Source: an optimization exercise on an open RTL-to-GDS flow (aim: small area). Production flows keep margins and buffers that such runs may drop.
The RTL was checked by simulation tests, not by an equivalence proof against the original design.
No activity file was given, so power comes from the tool's default toggle rates.

### flow/config.mk
export PLATFORM = sky130hd
export DESIGN_NAME = instr_mem_sync
export DESIGN_NICKNAME = instr_mem_sync
export VERILOG_FILES = /design/flow/design.v
export SDC_FILE = /design/flow/constraint.sdc
export NUM_CORES = 4
export LEC_CHECK = 0
export CAP_MARGIN = 20
export CORE_MARGIN = 2
export CORE_UTILIZATION = 40
export SLEW_MARGIN = 20
### flow/constraint.sdc
create_clock -name core_clock -period 6.0 [get_ports {clk}]
set_input_delay 1.2000 -clock core_clock [delete_from_list [all_inputs] [get_ports {clk}]]
set_output_delay 1.2000 -clock core_clock [all_outputs]
set_load 0.01 [all_outputs]
### flow/design.v
package imem_pkg;
    typedef enum logic [0:0] {
        CLEAR = 1'b0,
        READY = 1'b1
    } imem_state_e;
    localparam logic [31:0] NOP = 32'h0000_0013;
    function automatic logic addr_legal(input logic [63:0] addr, input int unsigned depth);
        addr_legal = ((addr[1:0] == 2'b00) && ((addr >> 2) < 64'(depth)));
    endfunction
endpackage
module imem_init_ctrl
#(
    parameter int unsigned DEPTH = 64,
    parameter int unsigned IDX_W = $clog2(DEPTH)
) (
    input  logic             clk,
    input  logic             reset,
    output logic             init_busy,
    output logic             clr_we,
    output logic [IDX_W-1:0] clr_idx
);
    localparam logic [0:0]       ST_CLEAR = 1'(imem_pkg::CLEAR);
    localparam logic [0:0]       ST_READY = 1'(imem_pkg::READY);
    localparam logic [IDX_W-1:0] LAST_IDX = IDX_W'(DEPTH - 1);
    logic [0:0]       state;
    logic [IDX_W-1:0] cnt;
    always_ff @(posedge clk or posedge reset) begin
        if (reset) begin
            state <= ST_CLEAR;
            cnt   <= '0;
        end else begin
            case (state)
                ST_CLEAR: begin
                    if (cnt == LAST_IDX) begin
                        state <= ST_READY;
                    end else begin
                        cnt <= cnt + 1'b1;
                    end
                end
                default: begin
                    state <= ST_READY;
                end
            endcase
        end
    end
    assign init_busy = (state == ST_CLEAR);
    assign clr_we    = (state == ST_CLEAR);
    assign clr_idx   = cnt;
endmodule
module instr_mem_sync
#(
    parameter int unsigned     XLEN       = 32,
    parameter int unsigned     DEPTH      = 64,
    parameter int unsigned     ADDR_W     = 32,
    parameter logic [XLEN-1:0] CLEAR_WORD = XLEN'(imem_pkg::NOP)
) (
    input  logic              clk,
    input  logic              reset,
    output logic              init_busy,
    input  logic              rd_req,
    output logic              rd_ready,
    input  logic [ADDR_W-1:0] rd_addr,
    output logic              rd_valid,
    output logic [XLEN-1:0]   rd_data,
    output logic              rd_fault,
    input  logic              ld_en,
    input  logic [ADDR_W-1:0] ld_addr,
    input  logic [XLEN-1:0]   ld_data,
    output logic              ld_err
);
    localparam int unsigned IDX_W = $clog2(DEPTH);
    logic [XLEN-1:0]  mem [DEPTH];
    logic             clr_we;
    logic [IDX_W-1:0] clr_idx;
    logic             rd_legal;
    logic             ld_legal;
    logic             rd_accept;
    logic             ld_accept;
    logic [IDX_W-1:0] rd_idx;
    logic [IDX_W-1:0] ld_idx;
    imem_init_ctrl #(
        .DEPTH (DEPTH),
        .IDX_W (IDX_W)
    ) u_init_ctrl (
        .clk       (clk),
        .reset     (reset),
        .init_busy (init_busy),
        .clr_we    (clr_we),
        .clr_idx   (clr_idx)
    );
    assign rd_ready  = !init_busy;
    assign rd_legal  = imem_pkg::addr_legal(64'(rd_addr), DEPTH);
    assign ld_legal  = imem_pkg::addr_legal(64'(ld_addr), DEPTH);
    assign rd_idx    = rd_addr[2 +: IDX_W];
    assign ld_idx    = ld_addr[2 +: IDX_W];
    assign rd_accept = rd_req && rd_ready;
    assign ld_accept = ld_en && !init_busy && ld_legal;
    always_ff @(posedge clk) begin
        if (clr_we) begin
            mem[clr_idx] <= CLEAR_WORD;
        end else if (ld_accept) begin
            mem[ld_idx] <= ld_data;
        end
    end
    always_ff @(posedge clk or posedge reset) begin
        if (reset) begin
            rd_valid <= 1'b0;
            rd_data  <= '0;
            rd_fault <= 1'b0;
            ld_err   <= 1'b0;
        end else begin
            rd_valid <= rd_accept;
            if (rd_accept) begin
                rd_fault <= !rd_legal;
                rd_data  <= rd_legal ? mem[rd_idx] : CLEAR_WORD;
            end
            ld_err <= ld_en && (init_busy || !ld_legal);
        end
    end
endmodule
### flow/run.sh
#!/bin/bash
# synth_recipe.tcl (not shown) runs the flow's synth.tcl, then flattens the netlist and writes it again
# the make line also repeats each setting of config.mk as NAME=value (left out here)
make -C /OpenROAD-flow-scripts/flow DESIGN_CONFIG=/design/flow/config.mk WORK_HOME=/design/flow/orfs CLKGATE_MAP_FILE= SYNTH_SCRIPT=/design/flow/synth_recipe.tcl finish
==> run notes <==
## sequential cells by signal, summed over array words and instances (netlist names)
register / flops
rd_valid: 1
ld_err: 1
u_init_ctrl.cnt: 6
mem: 2048
u_init_ctrl.state: 1
rd_data: 32
rd_fault: 1
## critical path: cells and delay by family
| kind | cells | cell delay (ns) |
|---|---|---|
| buffers and inverters | 3 | 1.10 |
| AND/OR/NAND/NOR | 4 | 2.26 |
| AO/OA/AOI/OAI | 1 | 0.29 |
## stage by stage
step	hold WS (ns)	util [%]	worst slack [ns]	setup TNS (ns)	power, uW
5_1_grt	0.523	46.5	1.44	0	29700
3_5_place_dp	0.488	43.3	0.655	0	16700
4_1_cts	0.500	46.5	1.55	0	29100
6_report	0.517	46.5	1.56	0	28900
2_1_floorplan	0.459	-	-0.499	-161.81	16500
3_3_place_gp	0.489	43.3	0.751	0	16700
## final cells by class
class                   count  share of cell area [%]
flip-flops and latches   2090                    67.3
multi-input cells        1129                    18.8
clock buffers             263                    5.84
well taps                2656                    3.58
repair buffers            323                    3.37
clock inverters           103                    1.07
inverters                  10                  0.0404
diodes                      6                  0.0162
## synthesized netlist by cell type (all sizes together) (2+ instances only)
library cell	n
a2111o	29
a211oi	3
a21oi	32
a22o	29
a22oi	56
a31oi	6
and2	31
and3	3
and4	7
buf	95
clkbuf	103
dfrtp	42
edfxtp	2048
inv	10
mux2	60
mux2i	62
mux4	552
nand2	10
nand2b	4
nand3	3
nand4	9
nor2	13
nor2b	6
nor3	71
nor3b	31
nor4	36
nor4b	8
o211ai	4
o21ai	4
o22ai	33
o31a	3
o31ai	3
o41ai	2
or2	3
xnor2	5
## power by group through the flow
stage	Combinational (uW)	Clock [uW]	Sequential, uW
CTS	663	12700	15800
global placement	662	0	16100
global route	688	13200	15800
detailed placement	662	0	16100
finish	649	12500	15800
floorplan	414	0	16100
## path summary, 6_finish.rpt
| check | from | to | slack, ns |
|---|---|---|---|
| worst max register to register | u_init_ctrl.state | mem[3][28] | 2.18 |
| max in group asynchronous | reset | u_init_ctrl.state | 4.54 |
| min in group asynchronous | reset | rd_valid | 0.88 |
| worst max-delay path | ld_addr[18] | mem[3][28] | 1.56 |
| worst min-delay path | u_init_ctrl.cnt[4] | u_init_ctrl.cnt[4] | 0.52 |
| worst min register to register | u_init_ctrl.cnt[4] | u_init_ctrl.cnt[4] | 0.52 |
## kinds of logic after synthesis
kind of cell,share of synthesized area [%]
AOI/OAI and AO/OA,1.98
xor gates and xnor gates,0.0545
adders and majority gates,0.0156
buffers and inverters,1.20
DFF,77.8
muxes,17.1
and+or+nand+nor,1.82
## metal layers
layer | part of all wire, % | vias to the layer above
met2 | 48 | 1588
li1 | - | 15500
met3 | 7.2 | 272
met4 | 2.5 | 2
met5 | 0.0064 | -
met1 | 42 | 20800
==> results.ini <==
[grt]
grt_overflow=0
use_met3_pct=3.32
use_met2_pct=31.6
grt_pass1_vias=38200
grt.met1_usage_pct=28.7
grt_pass1_wl_mm=291
antenna_found_initial=12
grt.total_usage_pct=20.0
grt_max_degree=67
top_usage_layer=met2

[final_layout]
final_cell_area_um2=92900
syn_to_final_growth_pct=15.7
final_cell_mix=2048 x edfxtp_1, 552 x mux4_2, 204 x clkbuf_16
num-fill-cells=16200
drive_gt1_share_pct=30.7
final_common_cell=edfxtp_1
nNetsFinal=3854
final_cells=6580
area.sequential_um2=62600
multi_input_area_um2=17500

[setup_path]
critPathKind=in -> reg
startpoint_type=primary input
worstSetupEndpointType=flop
path_max_fanout=32
critical_path.max_stage_delay_ns=0.79
worst-r2r-cell-count=7
path_cells=clkdlybuf4s50_1 -> nor4_1 -> and3_1 -> a41o_1 -> buf_4 -> or3b_1 -> nor3_2 -> buf_4
crit_top_cell=buf_4
worst-endpoint-required_ns=6.46
crit_slowest_cell=and3_1
cp_data_arrival_time_ns=4.89

[cts]
cts_buffers=199
clk_latency_ns=0.83
clkTransAtPathRegs_ns=0.06
cts_setup_buffers=0
htreeDepth=4
cts_tree=done
cts_hold_buf=0
cts_resized=0
cts.sinks=2090
root_buffer=clkbuf_16
clockBufferDepth=3

[sta]
max_clock_freq_mhz=225
grt_setup_unrepaired=false
worst_pin_slew_ns=1.21
period_share_pct=73.9
maxSlewHeadroom_pct=18.7
setup_viol=0
hold_viol_final=0
skew_ns=0.0311
period_needed_ns=4.44
maxSlewViolCount=0

[die]
io_pins=137
row_count=164
fp.dieArea_um2=204000
die_h_um=452
initial_core_util_pct=40.2
die_x_um=452
core-area_um2=200000

[logic_synthesis]
netlist_top_cells_area=edfxtp_1 77%, mux4_2 15%, dfrtp_1 1.3%
syn-cell-area_um2=80400
ys_ff_latch=2090
synth_top_area_share_pct=76.5
synth_edf_count=2048
ys_types=55
synth_nets=3528
seq_area_frac_synth_pct=77.8
synth.avg_cell_area_um2=23.4
synthArstFlopShare_pct=2.01
synth_top_flop_cell=edfxtp_1
yosysTopAreaCell=edfxtp_1
synthCells=3427
yosysWarnings=2

[flow_run]
cap_violations=0

[power]
power.switching_uw=5700
power_density_nw_per_um2=311
p_int_uw=23200
p_seq_share_pct=54.6
p_clk_share_pct=43.1
swShare_pct=19.7
peakVddDrop_uv=323
leakagePower_uw=0.0239
comb_power_share_pct=2.2

[worst_hold_path]
min_path_type=reg -> reg
hold_depth=1

[routing]
vias=38100
viasPerCell=5.80
wl_per_cell_um=31.1
drt_iter0_markers=4521
wirelength_mm=205
drtPass1Iterations=5
ant_nets=0
drc=0

[placed_design]
post_dp_cell_area_um2=86500
dp_cells=6207
hpwlAfterDp_mm=122
routabilityCongestion=0.893
port_buffers=136

[run_status]
outcome=no timing/DRC/antenna violations

## re-timing with driven ports
In the flow no input, the clock included, has a driving cell. The finished layout below was timed again as built, in two steps. Step 1: set_driving_cell puts a clkbuf_16 on clk and a buf_2 on each other input, an assumption about the parent block. Step 2 moves the port delays by t, midway between the first and last clock arrival at a register: inputs arrive t later, outputs are due t later. That takes back most of the time a late clock gives input paths. a / b / c = ideal ports / drivers / drivers and shift; a / b = the first two.
t (ns): 0.910
setup slack, ns: 1.565 / 1.637 / 0.727
worst register clock-pin slew, ns: 0.07 / 0.07
pins driven straight from the clock port: 1
After both steps setup and hold are still met in this run. For this run, drivers alone change the setup slack by +0.072 ns; drivers and shift together by -0.838 ns.
